Context: an optimization exercise on an open-source flow, tuned for small area, a short achievable clock period and few clock cycles. The choices shown serve that exercise and are no tape-out recipe.
RTL that was checked went through simulation tests only; none was proved equivalent to the original.
No functional check of the RTL was part of runs 1 to 5.
Power is estimated from default activity; no workload was simulated.

File: design.v
package mapache64;
    localparam int FG_ROW_LEN = 8;
    typedef struct packed {
        logic [7:0] x;
        logic [7:0] y;
        logic [4:0] pmfa;
        logic       hflip;
        logic       vflip;
        logic [2:0] color;
        logic [5:0] rsvd;
    } obm_object_t;
    typedef struct packed {
        logic [1:0] lightness;
        logic [2:0] rgb;
    } pixel_t;
endpackage
module fg_line_buffer
#(
    parameter int N = 16
) (
    input  logic            clk,
    input  logic            rst_n,
    input  logic            start_i,
    input  logic [7:0]      start_y_i,
    input  logic            commit_i,
    input  logic [4:0]      commit_cnt_i,
    input  logic            xc_we_i,
    input  logic [3:0]      xc_slot_i,
    input  logic [7:0]      x_i,
    input  logic [2:0]      color_i,
    input  logic            l_we_i,
    input  logic [3:0]      l_slot_i,
    input  logic [15:0]     l_i,
    input  logic [7:0]      rd_x_i,
    input  logic [7:0]      rd_y_i,
    output logic            match_o,
    output logic [N-1:0]    nz_o,
    output logic [2*N-1:0]  lum_o,
    output logic [3*N-1:0]  color_o
);
    logic [7:0]  ex_q [N];
    logic [2:0]  ec_q [N];
    logic [15:0] el_q [N];
    logic [4:0]  cnt_q;
    logic        tag_valid_q;
    logic [7:0]  tag_y_q;
    always_ff @(posedge clk or negedge rst_n) begin
        if (!rst_n) begin
            tag_valid_q <= 1'b0;
        end else if (start_i) begin
            tag_valid_q <= 1'b0;
        end else if (commit_i) begin
            tag_valid_q <= 1'b1;
        end
    end
    always_ff @(posedge clk) begin
        if (start_i) tag_y_q <= start_y_i;
        if (commit_i) cnt_q <= commit_cnt_i;
    end
    for (genvar e = 0; e < N; e++) begin : g_ent
        logic       ge, in;
        logic [4:0] hi1;
        logic [1:0] lum;
        always_ff @(posedge clk) begin
            if (xc_we_i && xc_slot_i == 4'(e)) begin
                ex_q[e] <= x_i;
                ec_q[e] <= color_i;
            end
            if (l_we_i && l_slot_i == 4'(e)) el_q[e] <= l_i;
        end
        assign ge  = rd_x_i[2:0] >= ex_q[e][2:0];
        assign hi1 = ex_q[e][7:3] + 5'd1;
        assign in  = ge ? rd_x_i[7:3] == ex_q[e][7:3] : rd_x_i[7:3] == hi1;
        assign lum = el_q[e][2*rd_x_i[2:0] +: 2];
        assign nz_o[e]          = in && cnt_q > 5'(e) && lum != 2'd0;
        assign lum_o[2*e +: 2]  = lum;
        assign color_o[3*e +: 3] = ec_q[e];
    end
    assign match_o = tag_valid_q && tag_y_q == rd_y_i;
endmodule
module foreground_line_engine
#(
    parameter int NUM_OBJECTS  = 64,
    parameter int MAX_PER_LINE = 16,
    localparam int OW = $clog2(NUM_OBJECTS),
    localparam int HW = $clog2(MAX_PER_LINE + 1),
    localparam int N  = MAX_PER_LINE
) (
    input  logic          gpu_clk,
    input  logic          rst_n,
    input  logic          prefetch_start_i,
    input  logic [7:0]    prefetch_y_i,
    output logic          busy_o,
    output logic          done_o,
    output logic          miss_o,
    output logic          overflow_o,
    output logic [OW-1:0] obm_addr_o,
    input  mapache64::obm_object_t   obm_object_i,
    output logic [7:0]    pmf_addr_o,
    input  logic [15:0]   pmf_line_i,
    input  logic [7:0]    display_x_i,
    input  logic [7:0]    display_y_i,
    output mapache64::pixel_t        pixel_o,
    output logic          valid_o
);
    localparam bit EARLY_STOP = 1'b1;
    logic           busy_q, scan_q, drain_q, done_q, miss_q, ovf_q, overflow_q;
    logic           rr_q, victim_q;
    logic [OW-1:0]  idx_q;
    logic [HW-1:0]  hcnt_q;
    logic [7:0]     y_q, pmf_addr_q, dy;
    logic           hit1_q, hit2_q, hflip1_q, hflip2_q;
    logic [3:0]     slot1_q, slot2_q;
    logic [2:0]     xlo1_q, xlo2_q;
    logic           accept, on_line, full, new_hit, drop, last, stop, unused_rsvd;
    logic [15:0]    lrot;
    assign accept      = prefetch_start_i && !busy_q;
    assign dy          = y_q - obm_object_i.y;
    assign on_line     = dy[7:3] == 5'd0;
    assign full        = hcnt_q == HW'(MAX_PER_LINE);
    assign new_hit     = scan_q && on_line && !full;
    assign drop        = scan_q && on_line && full;
    assign last        = idx_q == '0;
    assign stop        = last || (EARLY_STOP && drop);
    assign unused_rsvd = ^obm_object_i.rsvd;
    always_ff @(posedge gpu_clk or negedge rst_n) begin
        if (!rst_n) begin
            busy_q     <= 1'b0;
            scan_q     <= 1'b0;
            drain_q    <= 1'b0;
            done_q     <= 1'b0;
            miss_q     <= 1'b0;
            overflow_q <= 1'b0;
            rr_q       <= 1'b0;
            idx_q      <= '0;
            hit1_q     <= 1'b0;
            hit2_q     <= 1'b0;
        end else begin
            miss_q  <= prefetch_start_i && busy_q;
            drain_q <= 1'b0;
            done_q  <= 1'b0;
            hit1_q  <= new_hit;
            hit2_q  <= hit1_q;
            if (accept) begin
                busy_q <= 1'b1;
                scan_q <= 1'b1;
                rr_q   <= !rr_q;
                idx_q  <= OW'(1);
            end
            if (scan_q) begin
                if (stop) begin
                    scan_q  <= 1'b0;
                    idx_q   <= '0;
                    drain_q <= new_hit;
                    done_q  <= !new_hit;
                end else begin
                    idx_q <= idx_q + 1'b1;
                end
            end
            if (drain_q) done_q <= 1'b1;
            if (done_q) begin
                busy_q     <= 1'b0;
                overflow_q <= ovf_q;
            end
        end
    end
    always_ff @(posedge gpu_clk) begin
        if (accept) begin
            y_q      <= prefetch_y_i;
            victim_q <= rr_q;
            hcnt_q   <= '0;
            ovf_q    <= 1'b0;
        end
        if (new_hit) hcnt_q <= hcnt_q + 1'b1;
        if (drop) ovf_q <= 1'b1;
        pmf_addr_q <= {obm_object_i.pmfa, dy[2:0] ^ {3{obm_object_i.vflip}}};
        slot1_q    <= hcnt_q[3:0];
        xlo1_q     <= obm_object_i.x[2:0];
        hflip1_q   <= obm_object_i.hflip;
        slot2_q    <= slot1_q;
        xlo2_q     <= xlo1_q;
        hflip2_q   <= hflip1_q;
    end
    always_comb begin
        for (int j = 0; j < 8; j++) begin
            logic [2:0] c;
            c = 3'(j) - xlo2_q;
            c = c ^ {3{hflip2_q}};
            lrot[2*j +: 2] = pmf_line_i[14 - 2*c +: 2];
        end
    end
    logic [1:0]     match;
    logic [N-1:0]   nz [2];
    logic [2*N-1:0] lum [2];
    logic [3*N-1:0] color [2];
    for (genvar g = 0; g < 2; g++) begin : g_buf
        fg_line_buffer #(.N(N)) u_buf (
            .clk         (gpu_clk),
            .rst_n       (rst_n),
            .start_i     (accept && rr_q == 1'(g)),
            .start_y_i   (prefetch_y_i),
            .commit_i    (done_q && victim_q == 1'(g)),
            .commit_cnt_i(hcnt_q),
            .xc_we_i     (scan_q && !full && victim_q == 1'(g)),
            .xc_slot_i   (hcnt_q[3:0]),
            .x_i         (obm_object_i.x),
            .color_i     (obm_object_i.color),
            .l_we_i      (hit2_q && victim_q == 1'(g)),
            .l_slot_i    (slot2_q),
            .l_i         (lrot),
            .rd_x_i      (display_x_i),
            .rd_y_i      (display_y_i),
            .match_o     (match[g]),
            .nz_o        (nz[g]),
            .lum_o       (lum[g]),
            .color_o     (color[g])
        );
    end
    logic           rd_a_q;
    logic [N-1:0]   rd_nz_q;
    logic [2*N-1:0] rd_lum_q;
    always_ff @(posedge gpu_clk or negedge rst_n) begin
        if (!rst_n) rd_nz_q <= '0;
        else        rd_nz_q <= match[0] ? nz[0] : match[1] ? nz[1] : '0;
    end
    always_ff @(posedge gpu_clk) begin
        rd_a_q   <= match[0];
        rd_lum_q <= match[0] ? lum[0] : lum[1];
    end
    mapache64::pixel_t disp_pix;
    logic [N-1:0]      rd_first;
    always_comb begin
        rd_first = rd_nz_q & ~(rd_nz_q - 1'b1);
        disp_pix = '0;
        for (int e = 0; e < N; e++) begin
            if (rd_first[e])
                disp_pix = disp_pix | {rd_lum_q[2*e +: 2], rd_a_q ? color[0][3*e +: 3] : color[1][3*e +: 3]};
        end
    end
    assign busy_o     = busy_q;
    assign done_o     = done_q;
    assign miss_o     = miss_q;
    assign overflow_o = overflow_q;
    assign obm_addr_o = idx_q;
    assign pmf_addr_o = pmf_addr_q;
    assign pixel_o    = disp_pix;
    assign valid_o    = |rd_nz_q;
endmodule
File: run.sh
#!/bin/bash
# synth_recipe.tcl (not shown) runs the flow's synth.tcl, then flattens the netlist and writes it again
# the make line also repeats each setting of config.mk as NAME=value (left out here)
make -C /OpenROAD-flow-scripts/flow DESIGN_CONFIG=/design/flow/config.mk WORK_HOME=/design/flow/orfs CLKGATE_MAP_FILE= SYNTH_SCRIPT=/design/flow/synth_recipe.tcl finish
File: config.mk
export PLATFORM = sky130hd
export DESIGN_NAME = foreground_line_engine
export DESIGN_NICKNAME = foreground_line_engine
export VERILOG_FILES = /design/flow/design.v
export SDC_FILE = /design/flow/constraint.sdc
export NUM_CORES = 4
export LEC_CHECK = 0
export CAP_MARGIN = 20
export CORE_MARGIN = 2
export CORE_UTILIZATION = 40
export SLEW_MARGIN = 20
File: constraint.sdc
create_clock -name core_clock -period 10.0 [get_ports {gpu_clk}]
set_input_delay 2.0000 -clock core_clock [delete_from_list [all_inputs] [get_ports {gpu_clk}]]
set_output_delay 2.0000 -clock core_clock [all_outputs]
set_load 0.01 [all_outputs]
==> results of run 1 <==
==> synthesized netlist by cell type, types with 10 or more instances <==
library cell  number
o211ai_1          10
a2111oi_0         14
mux4_2           140
o32ai_1           11
mux2i_1           90
buf_2             35
dfrtp_1           33
nor3_1            51
nand2_1          103
nor2_1           152
xor2_1           100
o22ai_1           11
a31oi_1           29
buf_4             13
ha_1             143
nand3_1           67
edfxtp_1         904
nand2b_1          31
mux4_1            11
a21o_1            25
dfxtp_1           58
xnor2_1          167
nor4_1            11
nand4_1           43
o21ai_0           63
a22oi_1           15
and3_1            10
buf_6             12
a21oi_1           72
mux2_2            32
clkbuf_1          33
inv_1            100
nor2b_1           39
a211oi_1          23
==> path summary, 6_finish.rpt <==
kind	start	cells after the start	end	slack, ps
min	hflip1_q	0	hflip2_q	330
max	rd_nz_q[0]	7	pixel_o[0]	3840
min in group asynchronous	rst_n	2	rd_nz_q[4]	1440
max in group asynchronous	rst_n	2	rd_nz_q[14]	8120
min reg2reg	hflip1_q	0	hflip2_q	330
max reg2reg	g_buf[0].u_buf.tag_y_q[2]	8	rd_nz_q[6]	6360
==> power groups by stage <==
| stage | clock network (uW) | registers (uW) | logic (uW) |
|---|---|---|---|
| 2_1_floorplan | 0 | 4840 | 472 |
| 3_3_place_gp | 0 | 4870 | 859 |
| 3_5_place_dp | 0 | 4870 | 880 |
| 4_1_cts | 4070 | 4790 | 883 |
| 5_1_grt | 4230 | 4790 | 937 |
| 6_report | 4000 | 4790 | 874 |
==> state kept, by name (all words and copies together), names as in the netlist, 8 cells and up <==
register	count
g_buf.u_buf.ex_q	256
g_buf.u_buf.cnt_q	10
y_q	8
rd_lum_q	32
g_buf.u_buf.ec_q	96
pmf_addr_q	8
rd_nz_q	16
g_buf.u_buf.el_q	512
g_buf.u_buf.tag_y_q	16
==> metal layers <==
layer,vias up,share of wire,routed length [um],global-route usage
met1,13200,0.42,48100,0.269
li1,11300,-,-,-
met2,945,0.49,56500,0.343
met4,2,0.027,3150,0.0668
met3,210,0.066,7670,0.0322
met5,-,0.00010,12,0
==> layout by cell type, fill, tap and decap left out, types with 33 or more instances in the layout <==
cell type        count
xor2_1             100
mux2i_1             90
edfxtp_1           904
a21oi_1             72
clkbuf_16          108
xnor2_1            167
o21ai_0             63
nand4_1             43
inv_1               99
nand2_1            103
clkdlybuf4s50_1     77
nor2_1             111
nand3_1             67
ha_1               143
nor3_1              51
mux4_2             140
dfrtp_1             33
nor2b_1             39
dfxtp_1             57
nor2_2              41
==> worst max-delay path: cells and delay by family, from the launching register on <==
kind | cells | cell delay [ps]
compound gates | 2 | 460
buf+inv | 1 | 600
flops | 1 | 680
simple gates | 4 | 1730
==> area by class of cell <==
| type | count | area (sq um) | area share |
|---|---|---|---|
| Multi-Input combinational cell | 1619 | 14400 | 0.285 |
| Timing Repair Buffer | 125 | 1150 | 0.0228 |
| Inverter | 100 | 375 | 0.00744 |
| Clock buffer | 130 | 2880 | 0.0570 |
| Sequential cell | 995 | 29100 | 0.577 |
| Clock inverter | 62 | 691 | 0.0137 |
| Tap cell | 1488 | 1860 | 0.0369 |
==> cell families (layout without fill, tap and decap cells) <==
logic type               Yosys count  in the layout  synth area share
AO/OA/AOI/OAI                    380            380            0.0589
XOR/XNOR                         268            268            0.0531
adder cells (fa/ha/maj)          144            144            0.0408
buffers and inverters            200            417            0.0211
flip-flops                       995            995             0.657
multiplexers                     273            273             0.106
AND/OR/NAND/NOR                  554            554            0.0626
==> per-stage QoR <==
| step | hold slack [ps] | setup slack [ps] |
|---|---|---|
| final | 334 | 3840 |
| after detailed placement | 312 | 4250 |
| after global placement | 315 | 4310 |
| after CTS | 338 | 3830 |
| after floorplan | 310 | 5080 |
| after global routing | 342 | 3600 |
==> run_results.csv, run 1 <==
group,metric,value,unit
sta,setup_viol,0,
pwr,p_leak,0.0168,uW
pwr,power_frac_comb,0.091,
global_route,grtUsageTotal,0.203,
setup_path,crit_type,"reg2out",
die,ios,99,
logic_synthesis,synth_edf_count,904,
clocking,ctsHoldBuffers,0,
logic_synthesis,ys_seq_area_frac,0.657,
clocking,cts_root_buffer,"clkbuf_16",
logic_synthesis,synth_warnings,8,
die,fp.dieW,337,um
sta,rsz0062_at_grt,"false",
finish,num-fill-cells,9494,
setup_path,cp.arrival,4160,ps
sta,clock_skew,20.3,ps
place,io_buffers,92,
logic_synthesis,synth.cell_area,44300,sq um
clocking,worstSkewPairLatency,690,ps
logic_synthesis,syn-num-nets,3033,
sta,min_period_over_period,0.616,
finish,num-nets-final,3164,
hold_path,holdCritPathClass,"reg2reg",
setup_path,crit_slowest_cell,"nor4_4",
logic_synthesis,synth_top_cell_by_area,"edfxtp_1",
setup_path,path_max_fanout,18,
clocking,ctsHtreeMaxLevel,3,
sta,post-route-min-period,6160,ps
route,drcViolationCount,0,
finish,finish.utilization,0.458,
place,gp_congestion,0.858,
sta,hold_viol_final,0,
pwr,p_per_area,191,nW/um^2
logic_synthesis,yosys-top-cells-area,"edfxtp_1, mux4_2, ha_1",
finish,final_design_area_no_fill,50500,sq um
die,fp-row-count,122,
setup_path,crit_path_max_incr_delay,760,ps
outcome,outcome,"complete, no violations",
route,antenna_left,0,
pwr,p_total,9660,uW
place,placed_cells,4326,
sta,slew_viol_final,0,
clocking,cts_buffer_depth,3,
pwr,p_clk_frac,0.414,
route,drt-initial-drc-count,2469,
global_route,grt_max_degree,103,
run,maxCapViolations,0,
logic_synthesis,async_reset_ff_frac,0.0332,
clocking,cts_setup_buffers,0,
finish,fin_cells,4519,
finish,diodes,0,
finish,area_growth,13.9,%
pwr,seq_power_share,0.496,
logic_synthesis,syn_avg_cell_area,15.7,sq um
setup_path,required,8000,ps
setup_path,path_cells,"nor4_4, nand2b_2, nor2_4, and3_1, a221oi_1, o21ai_1, clkdlybuf4s50_1",
sta,slew_headroom,0.217,
global_route,grt_overflow,0,
pwr,p_int,7350,uW
logic_synthesis,yosysTopAreaCellShare,0.613,
clocking,clk_pin_slew,70,ps
die,start_util,0.402,
setup_path,end_kind,"output port",
route,wl_per_cell,25.5,um
clocking,cts_made_buffers,104,
route,dr.pass1.iters,6,
logic_synthesis,ys_types,85,
logic_synthesis,ys_seq_elements,995,
route,vias_per_cell,5.67,
clocking,postCtsResizedCells,0,
pwr,switching_share,0.239,
logic_synthesis,synthFlopType,"edfxtp_1",
die,die_height,337,um
route,vias,25600,
global_route,grt_pass1_wl,169,mm
clocking,cts_tree,"built",
route,drt-total-wl,115,mm
global_route,grt_pass1_vias,26200,
sta,setup-tns-final,0,ps
logic_synthesis,synthCells,2814,
pwr,switchingPower,2310,uW
place,dpl.hpwl,71.1,mm
sta,fmax,0.162,GHz
global_route,antenna_found_initial,7,
die,core,110000,sq um
sta,worst_pin_slew,1170,ps
clocking,cts.sinks,995,
place,place_area,46800,sq um
die,die_area,113000,sq um
pwr,vdd_drop_max,129,uV
finish,drive_gt1_frac,0.149,
setup_path,critPathLaunchType,"flop",
==> run 2, diff against run 1 <==
--- a/design.v
+++ b/design.v
@@ -34,15 +34,14 @@
     input  logic [7:0]      rd_x_i,
     input  logic [7:0]      rd_y_i,
     output logic            match_o,
-    output logic [N-1:0]    nz_o,
-    output logic [2*N-1:0]  lum_o,
-    output logic [3*N-1:0]  color_o
+    output logic [5*N/4-1:0] rd_grp_o
 );
     logic [7:0]  ex_q [N];
     logic [2:0]  ec_q [N];
     logic [15:0] el_q [N];
     logic [4:0]  cnt_q;
     logic        tag_valid_q;
+    logic [4:0]  leaf [N];
     logic [7:0]  tag_y_q;
     always_ff @(posedge clk or negedge rst_n) begin
         if (!rst_n) begin
@@ -57,6 +56,18 @@
         if (start_i) tag_y_q <= start_y_i;
         if (commit_i) cnt_q <= commit_cnt_i;
     end
+    function automatic logic lt3(input logic [2:0] a, input logic [2:0] b);
+        lt3 = (!a[2] && b[2]) || (a[2] == b[2] && ((!a[1] && b[1]) || (a[1] == b[1] && !a[0] && b[0])));
+    endfunction
+    function automatic logic [4:0] inc5(input logic [4:0] a);
+        for (int i = 0; i < 5; i++) inc5[i] = a[i] ^ (&(a | ~((5'd1 << i) - 5'd1)));
+    endfunction
+    logic [7:0] rd_lo_oh;
+    logic [4:0] rd_hi;
+    for (genvar j = 0; j < 8; j++) begin : g_dec
+        assign rd_lo_oh[j] = rd_x_i[2:0] == 3'(j);
+    end
+    assign rd_hi    = rd_x_i[7:3];
     for (genvar e = 0; e < N; e++) begin : g_ent
         logic       ge, in;
         logic [4:0] hi1;
@@ -68,13 +79,25 @@
             end
             if (l_we_i && l_slot_i == 4'(e)) el_q[e] <= l_i;
         end
-        assign ge  = rd_x_i[2:0] >= ex_q[e][2:0];
-        assign hi1 = ex_q[e][7:3] + 5'd1;
-        assign in  = ge ? rd_x_i[7:3] == ex_q[e][7:3] : rd_x_i[7:3] == hi1;
-        assign lum = el_q[e][2*rd_x_i[2:0] +: 2];
-        assign nz_o[e]          = in && cnt_q > 5'(e) && lum != 2'd0;
-        assign lum_o[2*e +: 2]  = lum;
-        assign color_o[3*e +: 3] = ec_q[e];
+        assign ge  = !lt3(rd_x_i[2:0], ex_q[e][2:0]);
+        assign hi1 = inc5(ex_q[e][7:3]);
+        assign in  = ge ? rd_hi == ex_q[e][7:3] : rd_hi == hi1;
+        always_comb begin
+            lum = 2'd0;
+            for (int j = 0; j < 8; j++) lum = lum | ({2{rd_lo_oh[j]}} & el_q[e][2*j +: 2]);
+        end
+        assign leaf[e] = {(in && cnt_q > 5'(e)) ? lum : 2'd0, ec_q[e]};
+    end
+    function automatic logic [4:0] first4(input logic [19:0] d);
+        logic [4:0] r;
+        r = d[19:15];
+        if (d[14:13] != 2'd0) r = d[14:10];
+        if (d[9:8] != 2'd0)   r = d[9:5];
+        if (d[4:3] != 2'd0)   r = d[4:0];
+        first4 = r;
+    endfunction
+    for (genvar q = 0; q < N/4; q++) begin : g_grp
+        assign rd_grp_o[5*q +: 5] = first4({leaf[4*q+3], leaf[4*q+2], leaf[4*q+1], leaf[4*q]});
     end
     assign match_o = tag_valid_q && tag_y_q == rd_y_i;
 endmodule
@@ -109,6 +132,7 @@
     logic [OW-1:0]  idx_q;
     logic [HW-1:0]  hcnt_q;
     logic [7:0]     y_q, pmf_addr_q, dy;
+    logic [4:0]     y_hi_m1;
     logic           hit1_q, hit2_q, hflip1_q, hflip2_q;
     logic [3:0]     slot1_q, slot2_q;
     logic [2:0]     xlo1_q, xlo2_q;
@@ -116,7 +140,9 @@
     logic [15:0]    lrot;
     assign accept      = prefetch_start_i && !busy_q;
     assign dy          = y_q - obm_object_i.y;
-    assign on_line     = dy[7:3] == 5'd0;
+    assign y_hi_m1     = y_q[7:3] - 5'd1;
+    assign on_line     = obm_object_i.y[7:3] == y_q[7:3] ? obm_object_i.y[2:0] <= y_q[2:0]
+                       : obm_object_i.y[7:3] == y_hi_m1 && obm_object_i.y[2:0] > y_q[2:0];
     assign full        = hcnt_q == HW'(MAX_PER_LINE);
     assign new_hit     = scan_q && on_line && !full;
     assign drop        = scan_q && on_line && full;
@@ -189,10 +215,9 @@
             lrot[2*j +: 2] = pmf_line_i[14 - 2*c +: 2];
         end
     end
-    logic [1:0]     match;
-    logic [N-1:0]   nz [2];
-    logic [2*N-1:0] lum [2];
-    logic [3*N-1:0] color [2];
+    logic [1:0]        match;
+    logic [5*N/2-1:0]  rd_grp;
+    mapache64::pixel_t pixel_q;
     for (genvar g = 0; g < 2; g++) begin : g_buf
         fg_line_buffer #(.N(N)) u_buf (
             .clk         (gpu_clk),
@@ -211,38 +236,36 @@
             .rd_x_i      (display_x_i),
             .rd_y_i      (display_y_i),
             .match_o     (match[g]),
-            .nz_o        (nz[g]),
-            .lum_o       (lum[g]),
-            .color_o     (color[g])
+            .rd_grp_o    (rd_grp[5*N/4*g +: 5*N/4])
         );
     end
-    logic           rd_a_q;
-    logic [N-1:0]   rd_nz_q;
-    logic [2*N-1:0] rd_lum_q;
+    logic                rd_a_q;
+    logic [5*N/2-1:0]    rd_grp_q;
+    logic [4:0]          rd_pix_a, rd_pix_b;
     always_ff @(posedge gpu_clk or negedge rst_n) begin
-        if (!rst_n) rd_nz_q <= '0;
-        else        rd_nz_q <= match[0] ? nz[0] : match[1] ? nz[1] : '0;
-    end
-    always_ff @(posedge gpu_clk) begin
-        rd_a_q   <= match[0];
-        rd_lum_q <= match[0] ? lum[0] : lum[1];
-    end
-    mapache64::pixel_t disp_pix;
-    logic [N-1:0]      rd_first;
+        if (!rst_n) begin
+            rd_a_q   <= 1'b0;
+            rd_grp_q <= '0;
+        end else begin
+            rd_a_q   <= match[0];
+            rd_grp_q <= {match[1] ? rd_grp[5*N/2-1:5*N/4] : '0, rd_grp[5*N/4-1:0]};
+        end
+    end
     always_comb begin
-        rd_first = rd_nz_q & ~(rd_nz_q - 1'b1);
-        disp_pix = '0;
-        for (int e = 0; e < N; e++) begin
-            if (rd_first[e])
-                disp_pix = disp_pix | {rd_lum_q[2*e +: 2], rd_a_q ? color[0][3*e +: 3] : color[1][3*e +: 3]};
-        end
-    end
+        rd_pix_a = '0;
+        rd_pix_b = '0;
+        for (int q = N/4 - 1; q >= 0; q--) begin
+            if (rd_grp_q[5*q+3 +: 2] != 2'd0)       rd_pix_a = rd_grp_q[5*q +: 5];
+            if (rd_grp_q[5*N/4+5*q+3 +: 2] != 2'd0) rd_pix_b = rd_grp_q[5*N/4+5*q +: 5];
+        end
+    end
+    assign pixel_q = rd_a_q ? rd_pix_a : rd_pix_b;
     assign busy_o     = busy_q;
     assign done_o     = done_q;
     assign miss_o     = miss_q;
     assign overflow_o = overflow_q;
     assign obm_addr_o = idx_q;
     assign pmf_addr_o = pmf_addr_q;
-    assign pixel_o    = disp_pix;
-    assign valid_o    = |rd_nz_q;
+    assign pixel_o    = pixel_q;
+    assign valid_o    = pixel_q.lightness != 2'd0;
 endmodule
--- a/config.mk
+++ b/config.mk
@@ -7,5 +7,6 @@
 export LEC_CHECK = 0
 export CAP_MARGIN = 20
 export CORE_MARGIN = 2
-export CORE_UTILIZATION = 40
+export CORE_UTILIZATION = 60
+export SETUP_SLACK_MARGIN = 5
 export SLEW_MARGIN = 20
==> run 2 against run 1 <==
  * Global-route usage is 11 points higher
  * Final cell count is 9.8% lower
  * Sequential cell count is 8 lower
  * Combinational power is 27% higher
  * Via count is 3.4% higher
  * Die area is 34% lower
==> run_results.csv, run 2 <==
group,metric,value,unit
setup_path,critPathLaunchType,"flop",
finish,mostFrequentLayoutCells,"edfxtp_1, xnor2_1, ha_1",
clocking,worstSkewPairLatency,670,ps
die,ios,99,
global_route,grt_pass1_wl,168,mm
setup_path,reg2reg_to,"g_buf[0].u_buf.el_q[6][10]",
pwr,seq_power_share,0.502,
pwr,p_leak,0.0169,uW
clocking,cts_root_buffer,"clkbuf_16",
pwr,p_clk_frac,0.383,
sta,worst_slack,5040,ps
route,drt-initial-drc-count,2577,
finish,top_register,"g_buf.u_buf.el_q",
clocking,cts_buffer_depth,3,
logic_synthesis,syn_avg_cell_area,15.1,sq um
global_route,grt_max_degree,105,
pwr,p_int,7220,uW
setup_path,crit_family,"compound AO/OA/AOI/OAI gates",
die,die_area,75100,sq um
route,drcViolationCount,0,
setup_path,crit_buf_inv,1,
run,maxCapViolations,0,
logic_synthesis,ys_seq_area_frac,0.665,
pwr,switching_share,0.252,
finish,largest_reg_flops,512,
route,vias_per_cell,6.50,
sta,clock_skew,23.7,ps
setup_path,required,8000,ps
die,fp-row-count,99,
pwr,p_per_area,197,nW/um^2
logic_synthesis,yosys-top-cells-area,"edfxtp_1, ha_1, xnor2_1",
sta,worst_pin_slew,1210,ps
sta,min_period_over_period,0.496,
logic_synthesis,synth_warnings,6,
setup_path,crit_path_max_incr_delay,530,ps
place,gp_congestion,0.864,
setup_path,crit_slowest_cell,"a211oi_1",
pwr,power_frac_comb,0.115,
global_route,grt_overflow,0,
setup_path,reg2reg_slack,6830,ps
route,vias,26500,
logic_synthesis,synth_top_cell_by_area,"edfxtp_1",
finish,area_growth,12.1,%
setup_path,startpoint,"rd_grp_q[34]",
clocking,cts_made_buffers,98,
die,die_height,274,um
sta,slew_headroom,0.194,
sta,fmax,0.202,GHz
logic_synthesis,synth_edf_count,904,
place,io_buffers,92,
logic_synthesis,yosys-top-cells-count,"edfxtp_1, xnor2_1, nor2_1, ha_1, nand2_1",
die,core,72600,sq um
setup_path,path_max_fanout,4,
sta,setup-tns-final,0,ps
setup_path,crit_type,"reg2out",
setup_path,path_cells,"or2_2, a22oi_1, a211oi_1, a211oi_1, a21oi_2, clkdlybuf4s50_1",
clocking,ctsHtreeMaxLevel,3,
finish,diodes,0,
setup_path,rr_worst_depth,3,
sta,slew_viol_final,0,
logic_synthesis,synthCells,2894,
sta,hold_viol_final,0,
outcome,outcome,"complete, no violations",
clocking,clk_pin_slew,60,ps
logic_synthesis,synthFlopType,"edfxtp_1",
sta,setup_viol,0,
route,drt-total-wl,115,mm
setup_path,worst_path_most_repeated_cell,"a211oi_1",
route,antenna_left,0,
finish,drive_gt1_frac,0.129,
logic_synthesis,synth.cell_area,43800,sq um
setup_path,rr_startpoint,"hflip2_q",
place,dpl.hpwl,69.1,mm
logic_synthesis,async_reset_ff_frac,0.0588,
die,start_util,0.603,
global_route,grt_pass1_vias,26000,
route,dr.pass1.iters,7,
sta,rsz0062_at_grt,"false",
die,fp.dieW,274,um
pwr,vdd_drop_max,270,uV
route,wl_per_cell,28.3,um
finish,num-nets-final,3250,
place,pre_cts_ws,3870,ps
logic_synthesis,ys_seq_elements,987,
sta,holdWs,320,ps
global_route,antenna_found_initial,3,
logic_synthesis,yosysMostFrequentCell,"edfxtp_1",
setup_path,end_kind,"output port",
clocking,cts.sinks,987,
hold_path,hold_end,"slot2_q[2]",
clocking,cts_tree,"built",
finish,mostFrequentLayoutCell,"edfxtp_1",
logic_synthesis,yosysTopAreaCellShare,0.620,
clocking,ctsHoldBuffers,0,
setup_path,cp.arrival,2960,ps
logic_synthesis,ys_types,107,
pwr,switchingPower,2440,uW
global_route,grtUsageTotal,0.310,
hold_path,min_from,"slot1_q[2]",
sta,post-route-min-period,4960,ps
hold_path,hold_path_depth,0,
hold_path,holdCritPathClass,"reg2reg",
finish,finish.utilization,0.676,
logic_synthesis,syn-num-nets,3110,
finish,top_regs,"g_buf.u_buf.el_q (512), g_buf.u_buf.ex_q (256), g_buf.u_buf.ec_q (96)",
[run 2: cell count changes after synthesis, moves of 35 or more]
cell / previous run / this run
mux2i_1: 90 / 128
inv_1: 100 / 63
and2_1: 6 / 41
a221oi_1: 9 / 67
a21oi_1: 72 / 111
mux4_2: 140 / 36
[run 2: how the worst max path moves through the flow]
stage	slack [ps]	to	depth (start not counted)
after CTS	5030	pixel_o[0]	7
after detailed placement	3870	rd_grp_q[20]	12
after global routing	5020	pixel_o[1]	7
after floorplan	5010	rd_grp_q[34]	14
after global placement	3980	rd_grp_q[22]	12
final	5040	pixel_o[1]	6
[run 2: cell type report]
cell class / instances / area [sq um]
Multi-Input combinational cell: 1738 / 13900
Inverter: 64 / 255
Sequential cell: 987 / 29100
Clock inverter: 62 / 642
Fill cell: 5094 / 23500
Clock buffer: 120 / 2610
Timing Repair Buffer: 145 / 1330
Tap cell: 959 / 1200
[run 2: timing repair]
item	4_1_cts	5_1_grt
cloned	0	0
pin swaps	0	2
setup endpoints to repair	36	17
resized for setup	11	15
buffers inserted	0	3
[run 2: kinds of logic after synthesis]
logic type                 share of synthesized area
AOI/OAI and AO/OA                             0.0845
xor gates and xnor gates                      0.0544
adders and majority gates                     0.0405
buffers and inverters                         0.0200
DFF                                            0.665
muxes                                         0.0620
and+or+nand+nor                               0.0735
[run 2: power by group through the flow]
stage	Sequential, uW	Clock (uW)	Combinational (uW)
after global routing	4860	3900	1180
final	4850	3700	1110
after CTS	4850	3740	1100
after detailed placement	4930	0	1090
after global placement	4930	0	1070
after floorplan	4880	0	609
[run 2: layer usage]
layer,vias up,GRT usage,part of all wire
li1,11600,-,-
met1,13500,0.438,0.42
met2,1229,0.505,0.48
met3,202,0.0444,0.079
met4,0,0.0917,0.025
met5,-,0,0
[run 2: worst register-to-register path: cells and delay by family (launching register included)]
kind / cells / cell delay [ps]
multiplexers: 1 / 1120
XOR/XNOR: 2 / 1100
flip-flops: 1 / 540
[run 2: stage by stage]
step / cell area (sq um) / std cells / total power, uW
4_1_cts: 48900 / 4069 / 9680
6_report: 49100 / 4075 / 9660
2_1_floorplan: 43800 / 2894 / 5490
5_1_grt: 49100 / 4075 / 9940
3_5_place_dp: 45600 / 3887 / 6020
3_3_place_gp: 45500 / 3884 / 6000
==> run 3, diff against run 2 <==
--- a/config.mk
+++ b/config.mk
@@ -8,5 +8,6 @@
 export CAP_MARGIN = 20
 export CORE_MARGIN = 2
 export CORE_UTILIZATION = 60
+export CTS_BUF_LIST = sky130_fd_sc_hd__clkbuf_4
 export SETUP_SLACK_MARGIN = 5
 export SLEW_MARGIN = 20
==> run 3 against run 2 <==
  * Synthesized cell count did not move
  * Clock skew grew 46 ps
  * Count of clock-buffer cells in the layout is 222 higher
  * Critical path type unchanged
  * Core utilization fell by 0.40 points
  * First-iteration DRC count increased by 3.6%
  * Design area decreased by 0.60%
  * Fmax down 0.45%
==> run_results.csv, run 3 <==
group,metric,value,unit
outcome,outcome,"complete, no violations",
global_route,grtUsageTotal,0.312,
sta,holdWs,312,ps
die,die_area,75100,sq um
setup_path,reg2reg_to,"rd_grp_q[21]",
logic_synthesis,ys_types,107,
route,wl_per_cell,26.8,um
route,drt-total-wl,116,mm
finish,num-nets-final,3383,
logic_synthesis,synthFlopType,"edfxtp_1",
global_route,grt_overflow,0,
die,core,72600,sq um
global_route,antenna_found_initial,3,
die,die_height,274,um
die,fp-row-count,99,
clocking,ctsHoldBuffers,0,
route,drt-initial-drc-count,2670,
sta,clock_skew,69.3,ps
setup_path,crit_buf_inv,1,
clocking,cts.sinks,987,
route,vias,27300,
logic_synthesis,ys_seq_area_frac,0.665,
logic_synthesis,synth_warnings,6,
logic_synthesis,synth_edf_count,904,
logic_synthesis,yosysMostFrequentCell,"edfxtp_1",
setup_path,path_depth,7,
sta,rsz0062_at_grt,"true",
finish,top_register,"g_buf.u_buf.el_q",
sta,fmax,0.201,GHz
logic_synthesis,yosysTopAreaCellShare,0.620,
finish,drive_gt1_frac,0.185,
sta,hold_viol_final,0,
sta,worst_pin_slew,1170,ps
clocking,cts_buffer_depth,3,
setup_path,rr_startpoint,"g_buf[1].u_buf.ex_q[2][4]",
setup_path,cp-endpoint,"pixel_o[2]",
logic_synthesis,synth_top_cell_by_area,"edfxtp_1",
setup_path,crit_path_max_incr_delay,390,ps
clocking,worstSkewPairLatency,1080,ps
logic_synthesis,syn_avg_cell_area,15.1,sq um
setup_path,crit_family,"compound AO/OA/AOI/OAI gates",
sta,post-route-min-period,4980,ps
route,met1Wirelength,48.3,mm
hold_path,holdCritPathClass,"reg2reg",
setup_path,required,8000,ps
global_route,grt_max_degree,105,
place,dpl.hpwl,69.1,mm
finish,mostFrequentLayoutCells,"edfxtp_1, clkbuf_4, xnor2_1",
clocking,cts_root_buffer,"clkbuf_4",
route,dr_wl_met2,55.4,mm
finish,mostFrequentLayoutCell,"edfxtp_1",
sta,min_period_over_period,0.498,
clocking,cts_tree,"built",
die,start_util,0.603,
die,fp.dieW,274,um
finish,area_growth,11.5,%
sta,slew_viol_final,0,
setup_path,path_cells,"or2_2, nor2_2, a22oi_1, o211ai_1, o21ai_0, a21oi_2, dlygate4sd2_1",
route,antenna_left,0,
setup_path,cp.arrival,2980,ps
logic_synthesis,async_reset_ff_frac,0.0588,
pwr,vdd_drop_max,178,uV
setup_path,crit_type,"reg2out",
sta,slew_headroom,0.223,
clocking,cts_made_buffers,235,
setup_path,path_max_fanout,4,
clocking,ctsHtreeMaxLevel,4,
route,maxUsedRoutingLayer,"met4",
setup_path,startpoint,"rd_grp_q[13]",
route,drcViolationCount,0,
place,gp_congestion,0.864,
pwr,p_per_area,189,nW/um^2
logic_synthesis,ys_seq_elements,987,
route,vias_per_cell,6.30,
logic_synthesis,synth.cell_area,43800,sq um
setup_path,rr_worst_depth,9,
route,dr.pass1.iters,7,
global_route,grt_pass1_wl,169,mm
die,ios,99,
route,dr_wl_met3,8.99,mm
run,maxCapViolations,0,
setup_path,crit_slowest_cell,"dfrtp_1",
global_route,grt_pass1_vias,27100,
finish,top_regs,"g_buf.u_buf.el_q (512), g_buf.u_buf.ex_q (256), g_buf.u_buf.ec_q (96)",
place,io_buffers,92,
setup_path,end_kind,"output port",
logic_synthesis,synthCells,2894,
setup_path,critPathLaunchType,"flop",
logic_synthesis,yosys-top-cells-count,"edfxtp_1, xnor2_1, nor2_1, ha_1, nand2_1",
sta,setup_viol,0,
logic_synthesis,yosys-top-cells-area,"edfxtp_1, ha_1, xnor2_1",
clocking,clk_pin_slew,80,ps
logic_synthesis,syn-num-nets,3110,
finish,largest_reg_flops,512,
sta,setup-tns-final,0,ps
setup_path,reg2reg_slack,6770,ps
pwr,p_leak,0.0171,uW
-- run 3: cell types whose count changed in the layout (fill, tap and decap cells not counted), moves of 3 or more --
cell	previous run	this run
clkinv_8	4	0
clkdlybuf4s50_1	74	70
clkinv_1	15	69
clkbuf_1	17	0
clkbuf_16	100	0
bufinv_16	11	3
dlygate4sd2_1	0	3
a211oi_1	23	17
clkbuf_8	3	0
clkinv_2	24	9
clkbuf_4	0	342
inv_2	1	4
nor3_2	2	5
a211oi_2	0	6
-- run 3: layer usage --
metal  global-route usage  up-vias
li1                     -    12000
met1                0.435    13800
met2                0.502     1237
met3               0.0539      229
met4                0.108        0
met5                    0        -
-- run 3: stage by stage --
| stage | utilization | setup slack, ps | area [sq um] | std cells | total power (uW) |
|---|---|---|---|---|---|
| floorplan | - | 5010 | 43800 | 2894 | 5490 |
| global placement | 0.627 | 3980 | 45500 | 3884 | 6000 |
| detailed placement | 0.628 | 3870 | 45600 | 3887 | 6020 |
| CTS | 0.671 | 4910 | 48700 | 4324 | 9250 |
| global route | 0.672 | 4900 | 48800 | 4326 | 9540 |
| finish | 0.672 | 5020 | 48800 | 4326 | 9200 |
-- run 3: worst min path at each step --
stage | start | endpoint | slack, ps | depth (start not counted)
after global placement | slot1_q[0] | slot2_q[0] | 320 | 0
after CTS | slot1_q[2] | slot2_q[2] | 310 | 0
final | xlo1_q[2] | xlo2_q[2] | 310 | 0
after detailed placement | xlo1_q[2] | xlo2_q[2] | 310 | 0
after global routing | hflip1_q | hflip2_q | 330 | 0
after floorplan | hflip1_q | hflip2_q | 310 | 0
-- run 3: repair_timing --
item                                   CTS  global route
pin swaps                                1             2
cloned                                   0             0
endpoints found under the hold margin    0             0
buffers inserted                         1             0
setup endpoints to repair                5            10
resized for setup                       19             5
-- run 3: layout make-up --
class	count	area (sq um)
flip-flops and latches	987	29100
fillers	5232	23800
multi-input cells	1738	13900
clock buffers	342	2570
repair buffers	141	1230
well taps	959	1200
clock inverters	94	502
inverters	64	243
diodes	1	2.50
-- run 3: cell families after synthesis --
kind of cell / Yosys count / share of synthesized area
AND/OR/NAND/NOR: 612 / 0.0735
multiplexers: 219 / 0.0620
flip-flops: 987 / 0.665
AO/OA/AOI/OAI: 500 / 0.0845
XOR/XNOR: 266 / 0.0544
buffers and inverters: 169 / 0.0200
adder cells (fa/ha/maj): 141 / 0.0405
-- run 3: where the power goes --
part | internal, uW | total, uW | switching, uW
logic | 315 | 1100 | 783
registers | 4750 | 4850 | 91.6
clock network | 1660 | 3250 | 1590
total | 6730 | 9200 | 2470
==> run 4, diff against run 3 <==
--- a/config.mk
+++ b/config.mk
@@ -7,7 +7,7 @@
 export LEC_CHECK = 0
 export CAP_MARGIN = 20
 export CORE_MARGIN = 2
-export CORE_UTILIZATION = 60
+export CORE_UTILIZATION = 75
 export CTS_BUF_LIST = sky130_fd_sc_hd__clkbuf_4
 export SETUP_SLACK_MARGIN = 5
 export SLEW_MARGIN = 20
==> run 4 against run 3 <==
  * Still clean
  * Clock power is essentially flat
  * Non-clock buffer count rose by 1
  * Combinational power barely moved
  * Sequential power about the same
  * Critical path depth rose by 5
==> run_results.csv, run 4 <==
group,metric,value,unit
finish,largest_reg_flops,512,
die,die_area,60300,sq um
route,drt-initial-drc-count,3677,
setup_path,crit_slowest_cell,"buf_4",
sta,post-route-min-period,4910,ps
setup_path,cp.arrival,5900,ps
finish,mostFrequentLayoutCell,"edfxtp_1",
sta,slew_headroom,0.194,
logic_synthesis,synth_warnings,6,
logic_synthesis,yosys-top-cells-count,"edfxtp_1, xnor2_1, nor2_1, ha_1, nand2_1",
logic_synthesis,syn-num-nets,3110,
pwr,p_per_area,190,nW/um^2
clocking,clk_pin_slew,70,ps
global_route,antenna_found_initial,5,
logic_synthesis,ys_seq_area_frac,0.665,
logic_synthesis,ys_seq_elements,987,
logic_synthesis,synth_top_cell_by_area,"edfxtp_1",
route,dr.pass1.iters,5,
global_route,grtUsageTotal,0.384,
setup_path,required,11000,ps
route,met1Wirelength,39.3,mm
logic_synthesis,yosys-top-cells-area,"edfxtp_1, ha_1, xnor2_1",
die,die_height,246,um
route,drcViolationCount,0,
logic_synthesis,yosysMostFrequentCell,"edfxtp_1",
route,dr_wl_met2,55.4,mm
pwr,p_clk_frac,0.355,
die,fp-row-count,88,
hold_path,holdCritPathClass,"reg2reg",
finish,mostFrequentLayoutCells,"edfxtp_1, clkbuf_4, xnor2_1",
pwr,power_frac_comb,0.118,
setup_path,critPathLaunchType,"primary input",
logic_synthesis,synthFlopType,"edfxtp_1",
setup_path,rr_startpoint,"hflip2_q",
clocking,ctsHtreeMaxLevel,4,
place,place_area,45400,sq um
logic_synthesis,synth.cell_area,43800,sq um
setup_path,crit_type,"in2reg",
finish,num-fill-cells,2865,
logic_synthesis,synthSimpleGateAreaFrac,0.0735,
setup_path,path_max_fanout,43,
die,fp.dieW,246,um
logic_synthesis,synth_compound_area_frac,0.0845,
sta,min_period_over_period,0.491,
setup_path,path_cells,"buf_6, inv_2, buf_4, ha_1, a21oi_1, nand2_1, a2bb2oi_1, a2111oi_2, nand3_1, mux2i_1, a211o_1, a21oi_1",
setup_path,startpoint,"display_x_i[2]",
setup_path,crit_path_max_incr_delay,630,ps
setup_path,worst_path_most_repeated_cell,"a21oi_1",
clocking,cts_root_buffer,"clkbuf_4",
place,dpl.hpwl,68.3,mm
route,vias,28000,
logic_synthesis,synth_edf_count,904,
logic_synthesis,synth_xor_area_frac,0.0544,
logic_synthesis,synth_top_family_by_area,"compound AO/OA/AOI/OAI gates",
finish,finish.utilization,0.841,
run,maxCapViolations,0,
pwr,p_int,6750,uW
route,vias_per_cell,6.79,
global_route,grt_max_degree,59,
sta,slew_viol_final,0,
finish,multi_input_area,14000,sq um
global_route,grt_overflow,0,
setup_path,reg2reg_to,"g_buf[0].u_buf.el_q[3][4]",
global_route,grt_pass1_wl,167,mm
logic_synthesis,async_reset_ff_frac,0.0588,
pwr,p_leak,0.0171,uW
finish,top_register,"g_buf.u_buf.el_q",
finish,drive_gt1_frac,0.191,
sta,holdWs,319,ps
pwr,p_total,9200,uW
route,antenna_left,0,
outcome,outcome,"complete, no violations",
clocking,cts_setup_buffers,0,
clocking,ctsHoldBuffers,0,
clocking,cts_buffer_depth,3,
logic_synthesis,muxShareOfSynthArea,0.0620,
sta,clock_skew,65.3,ps
setup_path,rr_worst_depth,4,
clocking,worstSkewPairLatency,1120,ps
sta,setup-tns-final,0,ps
sta,rsz0062_at_grt,"false",
finish,top_regs,"g_buf.u_buf.el_q (512), g_buf.u_buf.ex_q (256), g_buf.u_buf.ec_q (96)",
logic_synthesis,syn_avg_cell_area,15.1,sq um
finish,area_growth,10.9,%
place,gp_congestion,0.911,
pwr,seq_power_share,0.528,
clocking,cts_made_buffers,228,
die,core,57700,sq um
place,io_buffers,92,
pwr,switching_share,0.266,
pwr,switchingPower,2440,uW
die,ios,99,
logic_synthesis,ys_types,107,
sta,fmax,0.204,GHz
setup_path,cp-endpoint,"rd_grp_q[35]",
setup_path,reg2reg_slack,6880,ps
route,dr_wl_met3,13.8,mm
sta,worst_pin_slew,1210,ps
setup_path,end_kind,"flop",
finish,final_design_area_no_fill,48500,sq um
global_route,grt_pass1_vias,28500,
finish,num-nets-final,3377,
clocking,cts_tree,"built",
route,maxUsedRoutingLayer,"met4",
sta,setup_viol,0,
die,start_util,0.758,
sta,hold_viol_final,0,
route,drt-total-wl,113,mm
route,wl_per_cell,27.5,um
finish,regArea,29100,sq um
logic_synthesis,synthAdderAreaFrac,0.0405,
logic_synthesis,synthCells,2894,
pwr,vdd_drop_max,209,uV
clocking,cts.sinks,987,
logic_synthesis,yosysTopAreaCellShare,0.620,
## run 4: worst min path at each step
stage | startpoint | cells after the start | slack, ps | endpoint
2_1_floorplan | hflip1_q | 0 | 310 | hflip2_q
3_3_place_gp | hflip1_q | 0 | 310 | hflip2_q
3_5_place_dp | hflip1_q | 0 | 320 | hflip2_q
4_1_cts | hflip1_q | 0 | 330 | hflip2_q
5_1_grt | hflip1_q | 0 | 330 | hflip2_q
6_report | slot1_q[3] | 0 | 320 | slot2_q[3]
## run 4: cell type report
cell class / count / area share
antenna: 4 / 0.000206
timing repair buffer: 142 / 0.0253
multi-input combinational: 1738 / 0.288
sequential: 987 / 0.600
clock buffer: 360 / 0.0557
clock inverter: 64 / 0.00681
tap: 765 / 0.0197
inverter: 64 / 0.00500
## run 4: power groups by stage
stage                     combinational, uW  clock (uW)  sequential (uW)
after floorplan                         609           0             4880
after global placement                 1000           0             4930
after detailed placement               1040           0             4930
after CTS                              1050        3280             4850
after global routing                   1130        3490             4860
final                                  1080        3260             4850
## run 4: cells by family (layout without fill, tap and decap cells)
logic type                 after synthesis  after routing
DFF                                    987            987
and+or+nand+nor                        612            612
adders and majority gates              141            141
AOI/OAI and AO/OA                      500            500
other                                    0              4
muxes                                  219            219
buffers and inverters                  169            630
xor gates and xnor gates               266            266
## run 4: per-layer routing
metal	vias to the layer above	global-route usage
li1	12000	-
met1	13700	0.494
met2	1954	0.624
met3	343	0.0895
met4	0	0.184
met5	-	0
## run 4: critical path: cells and delay by family
kind / cells / cell delay (ps)
AOI/OAI and AO/OA: 5 / 1450
and+or+nand+nor: 2 / 520
adders and majority gates: 1 / 360
buffers and inverters: 3 / 1280
muxes: 1 / 190
## run 4: timing repair
item	in CTS	in global routing
pin swaps	7	8
gates resized for setup	20	20
endpoints found under the setup margin	5	8
hold endpoints to repair	0	0
## run 4: per-stage QoR
| stage | cells | worst slack [ps] |
|---|---|---|
| floorplan | 2894 | 5010 |
| global placement | 3694 | 4170 |
| detailed placement | 3696 | 4050 |
| CTS | 4120 | 4900 |
| global route | 4122 | 5000 |
| finish | 4124 | 5090 |
==> run 5, diff against run 4 <==
--- a/config.mk
+++ b/config.mk
@@ -7,7 +7,8 @@
 export LEC_CHECK = 0
 export CAP_MARGIN = 20
 export CORE_MARGIN = 2
-export CORE_UTILIZATION = 75
-export CTS_BUF_LIST = sky130_fd_sc_hd__clkbuf_4
+export CORE_UTILIZATION = 60
+export CTS_CLUSTER_DIAMETER = 100
+export CTS_CLUSTER_SIZE = 30
 export SETUP_SLACK_MARGIN = 5
 export SLEW_MARGIN = 20
==> run 5 against run 4 <==
  * Register-to-register slack about the same
  * Largest cell class unchanged
  * Wire length increased by 0.47%
  * Final cell count decreased by 3.9%
  * Die area grew 25%
  * Clock power down 36%
  * Still clean
  * Critical path type is now reg2out
  * Sequential share of layout area is 1.9 points higher
  * Largest power group unchanged
  * Highest routed layer unchanged
  * Via count is 7.3% lower
  * Global-route usage decreased by 8.0 points
==> run_results.csv, run 5 <==
group,metric,value,unit
route,maxUsedRoutingLayer,"met4",
logic_synthesis,synthCells,2894,
logic_synthesis,async_reset_ff_frac,0.0588,
logic_synthesis,synth_top_family_by_area,"compound AO/OA/AOI/OAI gates",
sta,slew_headroom,0.219,
pwr,p_leak,0.0160,uW
die,start_util,0.603,
logic_synthesis,yosys-top-cells-count,"edfxtp_1, xnor2_1, nor2_1, ha_1, nand2_1",
clocking,cts.sinks,987,
sta,fmax,0.203,GHz
route,met1Wirelength,48.0,mm
logic_synthesis,synth.cell_area,43800,sq um
logic_synthesis,synth_top_cell_by_area,"edfxtp_1",
setup_path,startpoint,"rd_grp_q[34]",
global_route,antenna_found_initial,1,
logic_synthesis,syn_avg_cell_area,15.1,sq um
logic_synthesis,ys_seq_elements,987,
logic_synthesis,synthSimpleGateAreaFrac,0.0735,
setup_path,cp-endpoint,"pixel_o[2]",
clocking,cts_buffer_depth,3,
route,drt-total-wl,114,mm
route,antenna_left,0,
setup_path,crit_path_max_incr_delay,530,ps
place,dpl.hpwl,69.1,mm
logic_synthesis,synth_warnings,6,
route,vias_per_cell,6.54,
outcome,outcome,"complete, no violations",
clocking,cts_root_buffer,"clkbuf_16",
logic_synthesis,muxShareOfSynthArea,0.0620,
logic_synthesis,synthFlopType,"edfxtp_1",
sta,slew_viol_final,0,
sta,rsz0062_at_grt,"false",
sta,worst_pin_slew,1170,ps
sta,min_period_over_period,0.493,
logic_synthesis,syn-num-nets,3110,
hold_path,holdCritPathClass,"reg2reg",
global_route,grt_pass1_wl,165,mm
die,fp.dieW,274,um
sta,setup-tns-final,0,ps
logic_synthesis,ys_seq_area_frac,0.665,
setup_path,crit_slowest_cell,"a211oi_1",
route,dr.pass1.iters,6,
logic_synthesis,yosys-top-cells-area,"edfxtp_1, ha_1, xnor2_1",
die,die_area,75100,sq um
finish,largest_reg_flops,512,
place,io_buffers,92,
setup_path,path_max_fanout,4,
sta,holdWs,339,ps
global_route,grt_overflow,0,
route,vias,25900,
die,die_height,274,um
place,gp_congestion,0.864,
finish,area_growth,7.55,%
setup_path,rr_startpoint,"hflip2_q",
die,core,72600,sq um
clocking,ctsHtreeMaxLevel,2,
clocking,cts_tree,"built",
finish,diodes,0,
route,dr_wl_met3,8.44,mm
finish,top_register,"g_buf.u_buf.el_q",
setup_path,reg2reg_slack,6890,ps
logic_synthesis,ys_types,107,
setup_path,worst_path_most_repeated_cell,"a211oi_1",
run,maxCapViolations,0,
finish,top_regs,"g_buf.u_buf.el_q (512), g_buf.u_buf.ex_q (256), g_buf.u_buf.ec_q (96)",
route,wl_per_cell,28.7,um
finish,num-nets-final,3190,
setup_path,end_kind,"output port",
logic_synthesis,synth_edf_count,904,
sta,post-route-min-period,4930,ps
route,drcViolationCount,0,
clocking,cts_made_buffers,40,
sta,hold_viol_final,0,
finish,mostFrequentLayoutCell,"edfxtp_1",
finish,drive_gt1_frac,0.101,
finish,mostFrequentLayoutCells,"edfxtp_1, xnor2_1, ha_1",
logic_synthesis,yosysTopAreaCellShare,0.620,
logic_synthesis,synthAdderAreaFrac,0.0405,
sta,setup_viol,0,
clocking,clk_pin_slew,110,ps
pwr,vdd_drop_max,174,uV
sta,clock_skew,24.7,ps
route,drt-initial-drc-count,2676,
die,ios,99,
clocking,worstSkewPairLatency,630,ps
route,dr_wl_met2,55.0,mm
pwr,p_total,8040,uW
setup_path,cp.arrival,2930,ps
logic_synthesis,synth_compound_area_frac,0.0845,
setup_path,rr_worst_depth,4,
logic_synthesis,yosysMostFrequentCell,"edfxtp_1",
setup_path,reg2reg_to,"g_buf[0].u_buf.el_q[11][12]",
setup_path,critPathLaunchType,"flop",
global_route,grtUsageTotal,0.303,
die,fp-row-count,99,
logic_synthesis,synth_xor_area_frac,0.0544,
global_route,grt_max_degree,105,
setup_path,required,8000,ps
pwr,p_per_area,171,nW/um^2
global_route,grt_pass1_vias,25300,
setup_path,path_cells,"or2_2, a22oi_1, a211oi_1, a211oi_1, a21oi_2, clkdlybuf4s50_1",
setup_path,crit_type,"reg2out",
-- run 5: cell types whose count changed in the layout (fill, tap and decap cells not counted), sizes merged --
cell,previous run,this run
clkdlybuf4s50,75,73
buf,62,68
inv,70,68
dlymetal6s2s,1,2
clkinvlp,3,0
clkinv,53,8
diode,4,0
clkbuf,364,60
-- run 5: metrics by stage --
step	cell area (sq um)	util	worst slack (ps)	cells
after global placement	45500	0.627	3980	3884
final	47100	0.648	5070	3965
after CTS	46900	0.646	5020	3961
after global routing	47100	0.648	5000	3965
after detailed placement	45600	0.628	3870	3887
after floorplan	43800	-	5010	2894
-- run 5: kinds of logic (layout without fill, tap and decap cells) --
group / after synthesis / after routing
xor+xnor: 266 / 266
flops: 987 / 987
compound gates: 500 / 500
simple gates: 612 / 612
mux: 219 / 219
buf+inv: 169 / 281
fa+ha+maj: 141 / 141
-- run 5: worst min path at each step --
stage                      end  cells past startpoint  slack [ps]       start
finish              slot2_q[2]                      0         340  slot1_q[2]
global route        slot2_q[1]                      0         350  slot1_q[1]
CTS                 slot2_q[2]                      0         330  slot1_q[2]
detailed placement   xlo2_q[2]                      0         310   xlo1_q[2]
global placement    slot2_q[0]                      0         320  slot1_q[0]
floorplan             hflip2_q                      0         310    hflip1_q
-- run 5: layout make-up --
type                       instances  area, sq um
clock buffer                      60         1120
timing repair buffer             143         1300
sequential                       987        29100
fill                            5273        25500
multi-input combinational       1738        13900
tap                              959         1200
inverter                          64          255
clock inverter                    14          149
-- run 5: repair_timing --
action / in CTS / in global routing
hold endpoints to repair: 0 / 0
setup buffers: 0 / 2
resized for setup: 11 / 16
endpoints found under the setup margin: 37 / 18
gates cloned: 0 / 0
hold buffers: 0 / 0
pin swaps: 0 / 1
-- run 5: report_power, final --
group	switching (uW)	total [uW]	internal, uW
clock network	1230	2080	858
registers	91.9	4840	4750
logic	788	1110	322
-- run 5: critical path, delay by kind of cell, from the launching register on --
| kind | cells | cell delay (ps) |
|---|---|---|
| and+or+nand+nor | 1 | 340 |
| DFF | 1 | 400 |
| buffers and inverters | 1 | 520 |
| AOI/OAI and AO/OA | 4 | 1050 |
-- run 5: routing by layer --
| metal | track usage | vias up |
|---|---|---|
| met5 | 0 | - |
| met4 | 0.0812 | 0 |
| met1 | 0.435 | 13300 |
| li1 | - | 11400 |
| met3 | 0.0350 | 166 |
| met2 | 0.498 | 1047 |
==> run 6, diff against run 5 <==
--- a/design.v
+++ b/design.v
@@ -70,7 +70,7 @@
     assign rd_hi    = rd_x_i[7:3];
     for (genvar e = 0; e < N; e++) begin : g_ent
         logic       ge, in;
-        logic [4:0] hi1;
+        logic [4:0] d, t;
         logic [1:0] lum;
         always_ff @(posedge clk) begin
             if (xc_we_i && xc_slot_i == 4'(e)) begin
@@ -80,8 +80,9 @@
             if (l_we_i && l_slot_i == 4'(e)) el_q[e] <= l_i;
         end
         assign ge  = !lt3(rd_x_i[2:0], ex_q[e][2:0]);
-        assign hi1 = inc5(ex_q[e][7:3]);
-        assign in  = ge ? rd_hi == ex_q[e][7:3] : rd_hi == hi1;
+        assign d   = rd_hi ^ ex_q[e][7:3];
+        assign t   = ex_q[e][7:3] ^ inc5(ex_q[e][7:3]);
+        assign in  = ge ? d == 5'd0 : d == t;
         always_comb begin
             lum = 2'd0;
             for (int j = 0; j < 8; j++) lum = lum | ({2{rd_lo_oh[j]}} & el_q[e][2*j +: 2]);
==> run 6 against run 5 <==
  * Worst setup slack improved by 29 ps
  * Global-route usage fell by 0.27 points
  * Clock skew rose by 12 ps
  * First-iteration DRC count fell by 1.5%
==> run_results.csv, run 6 <==
group,metric,value,unit
clocking,cts_tree,"built",
setup_path,crit_path_max_incr_delay,550,ps
setup_path,cp.arrival,5390,ps
clocking,ctsHtreeMaxLevel,2,
logic_synthesis,syn-num-nets,3073,
setup_path,path_cells,"clkbuf_8, inv_6, buf_12, ha_1, a21oi_1, nand2_1, or4_4, a221oi_2, mux2_2, mux2_2, mux2i_1, nor2_1",
hold_path,holdCritPathClass,"reg2reg",
pwr,vdd_drop_max,183,uV
sta,min_period_over_period,0.490,
logic_synthesis,yosys-top-cells-count,"edfxtp_1, xor2_1, nor2_1, xnor2_1, ha_1",
route,antenna_left,0,
finish,mostFrequentLayoutCell,"edfxtp_1",
die,core,71700,sq um
logic_synthesis,yosys-top-cells-area,"edfxtp_1, ha_1, xor2_1",
clocking,worstSkewPairLatency,630,ps
setup_path,reg2reg_slack,6620,ps
finish,diodes,0,
route,dr.pass1.iters,6,
route,drcViolationCount,0,
die,start_util,0.608,
setup_path,end_kind,"flop",
die,die_area,74900,sq um
finish,largest_reg_flops,512,
logic_synthesis,synthFlopType,"edfxtp_1",
sta,hold_viol_final,0,
sta,setup-tns-final,0,ps
place,gp_congestion,0.843,
logic_synthesis,synth_warnings,6,
logic_synthesis,syn_avg_cell_area,15.3,sq um
setup_path,critPathLaunchType,"primary input",
setup_path,required,10500,ps
logic_synthesis,ys_seq_elements,987,
finish,finish.utilization,0.654,
pwr,p_total,7970,uW
clocking,cts_made_buffers,39,
finish,area_growth,7.56,%
pwr,power_frac_comb,0.140,
finish,fin_cells,3918,
route,wl_per_cell,28.6,um
die,ios,99,
setup_path,path_max_fanout,50,
finish,mostFrequentLayoutCells,"edfxtp_1, xor2_1, xnor2_1, ha_1, nor2_1",
clocking,cts.sinks,987,
setup_path,reg2reg_to,"rd_grp_q[21]",
logic_synthesis,synth.cell_area,43600,sq um
place,placed_cells,3843,
logic_synthesis,ys_types,95,
finish,drive_gt1_frac,0.122,
logic_synthesis,async_reset_ff_frac,0.0588,
place,io_buffers,92,
setup_path,cp-endpoint,"rd_grp_q[37]",
global_route,antenna_found_initial,0,
sta,holdWs,339,ps
sta,slew_viol_final,0,
sta,post-route-min-period,4900,ps
clocking,cts_buffer_depth,3,
logic_synthesis,ys_seq_area_frac,0.667,
finish,top_register,"g_buf.u_buf.el_q",
route,vias_per_cell,6.55,
setup_path,crit_slowest_cell,"or4_4",
pwr,p_int,5880,uW
setup_path,worst_path_most_repeated_cell,"mux2_2",
sta,setup_viol,0,
setup_path,startpoint,"display_x_i[2]",
pwr,switchingPower,2090,uW
die,fp-row-count,98,
sta,slew_headroom,0.168,
logic_synthesis,synth_edf_count,904,
global_route,grt_max_degree,59,
setup_path,rr_startpoint,"g_buf[1].u_buf.cnt_q[2]",
sta,rsz0062_at_grt,"false",
clocking,clk_pin_slew,110,ps
finish,num-nets-final,3153,
sta,clock_skew,36.5,ps
route,vias,25700,
finish,top_regs,"g_buf.u_buf.el_q (512), g_buf.u_buf.ex_q (256), g_buf.u_buf.ec_q (96)",
clocking,cts_root_buffer,"clkbuf_16",
setup_path,crit_type,"in2reg",
pwr,seq_power_share,0.607,
outcome,outcome,"complete, no violations",
route,drt-total-wl,112,mm
global_route,grtUsageTotal,0.301,
die,die_height,274,um
die,fp.dieW,274,um
sta,fmax,0.204,GHz
logic_synthesis,yosysTopAreaCellShare,0.622,
pwr,p_leak,0.0159,uW
pwr,switching_share,0.263,
logic_synthesis,synthCells,2857,
route,drt-initial-drc-count,2635,
logic_synthesis,synth_top_cell_by_area,"edfxtp_1",
run,maxCapViolations,0,
finish,num-fill-cells,5098,
pwr,p_clk_frac,0.253,
global_route,grt_pass1_vias,25500,
place,dpl.hpwl,68.7,mm
sta,worst_pin_slew,1240,ps
global_route,grt_overflow,0,
pwr,p_per_area,170,nW/um^2
logic_synthesis,yosysMostFrequentCell,"edfxtp_1",
global_route,grt_pass1_wl,163,mm
setup_path,rr_worst_depth,8,
## run 6: cell types whose count changed after synthesis, moves of 24 or more
cell / delta
a21oi_1: -25
inv_1: -24
mux2_2: +37
mux2i_1: -47
xnor2_1: -28
xor2_1: +80
## run 6: how the worst min path moves through the flow
stage,startpoint,endpoint,slack (ps),cells past startpoint
after floorplan,hflip1_q,hflip2_q,310,0
after global placement,slot1_q[2],slot2_q[2],320,0
after detailed placement,slot1_q[2],slot2_q[2],310,0
after CTS,slot1_q[2],slot2_q[2],340,0
after global routing,slot1_q[3],slot2_q[3],340,0
final,slot1_q[2],slot2_q[2],340,0
## run 6: area by class of cell
cell class | instances | area, sq um | share of cell area
clock buffers | 64 | 1090 | 0.0232
clock inverters | 8 | 91.3 | 0.00195
inverters | 42 | 180 | 0.00384
multi-input cells | 1715 | 13900 | 0.296
flip-flops and latches | 987 | 29100 | 0.620
well taps | 950 | 1190 | 0.0253
repair buffers | 152 | 1390 | 0.0296
## run 6: metal layers
metal	vias up	share of wire	GRT usage	wire length [um]
met4	0	0.032	0.0945	3590
li1	11200	-	-	-
met5	-	0	0	0
met3	150	0.078	0.0342	8690
met2	1117	0.47	0.484	53200
met1	13200	0.42	0.434	46600
## run 6: logic make-up after synthesis
family	count (synthesis)	synth area share
buffers and inverters	155	0.0188
adders and majority gates	141	0.0406
and+or+nand+nor	553	0.0637
muxes	206	0.0596
AOI/OAI and AO/OA	492	0.0834
xor gates and xnor gates	323	0.0668
DFF	987	0.667
## run 6: timing repair
item	CTS	global route
gates cloned	0	0
endpoints found under the hold margin	0	0
gates resized for setup	14	12
endpoints found under the setup margin	42	24
pin swaps	1	3
hold buffers	0	0
buffers inserted	0	2
## run 6: critical path, delay by kind of cell
family          cells  cell delay [ps]
simple gates        3              690
compound gates      2              530
mux                 3              790
buf+inv             3              970
fa+ha+maj           1              310
## run 6: power by group through the flow
stage	logic (uW)	registers, uW	clock network (uW)
4_1_cts	1100	4830	2050
3_3_place_gp	1060	4920	0
2_1_floorplan	611	4880	0
3_5_place_dp	1090	4930	0
6_report	1120	4840	2020
5_1_grt	1180	4850	2180
## run 6: per-stage QoR
step	setup WS, ps	instance area [sq um]
after floorplan	5030	43700
after global placement	3620	45500
after detailed placement	3560	45600
after CTS	5010	46800
after global routing	5020	46900
final	5100	46900
Testbench counts of run 6, summed over its fixed seeds: cycles 12,278.

afterwards: timing with drivers on the ports:
No port has a modelled driver above. Below, the same layouts with a new extraction and two added sets of constraints. Step 1 assumes that a clkbuf_16 drives the clock port and a buf_2 every other input. Step 2, shift: input delay + t, output delay - t, t = (earliest + latest rising clock arrival at the registers) / 2. This alone moves slack from input paths to output paths. Three values: ideal ports, drivers, drivers and shift; two values: the first two.
run	t (ns)	setup slack, ns	hold slack, ns	slew at the worst register clock pin (ns)	worst slew at a driven data input, ns
run 1	0.752	3.838 / 3.765 / 4.130	0.334 / 0.334 / 0.334	0.07 / 0.07	0.06
run 2	0.726	5.040 / 4.970 / 4.424	0.320 / 0.320 / 0.320	0.07 / 0.07	0.05
run 3	1.105	5.018 / 4.958 / 3.954	0.312 / 0.312 / 0.312	0.08 / 0.08	0.04
run 4	1.143	5.094 / 5.043 / 3.981	0.319 / 0.319 / 0.319	0.08 / 0.08	0.06
run 5	0.686	5.074 / 5.006 / 4.476	0.339 / 0.339 / 0.339	0.12 / 0.12	0.05
run 6	0.682	5.103 / 5.130 / 4.448	0.339 / 0.339 / 0.339	0.12 / 0.12	0.05
After both steps every run listed still meets setup and hold. The setup slack of run 4, which loses most, moves by -0.051 ns with the drivers and by -1.113 ns with both steps.
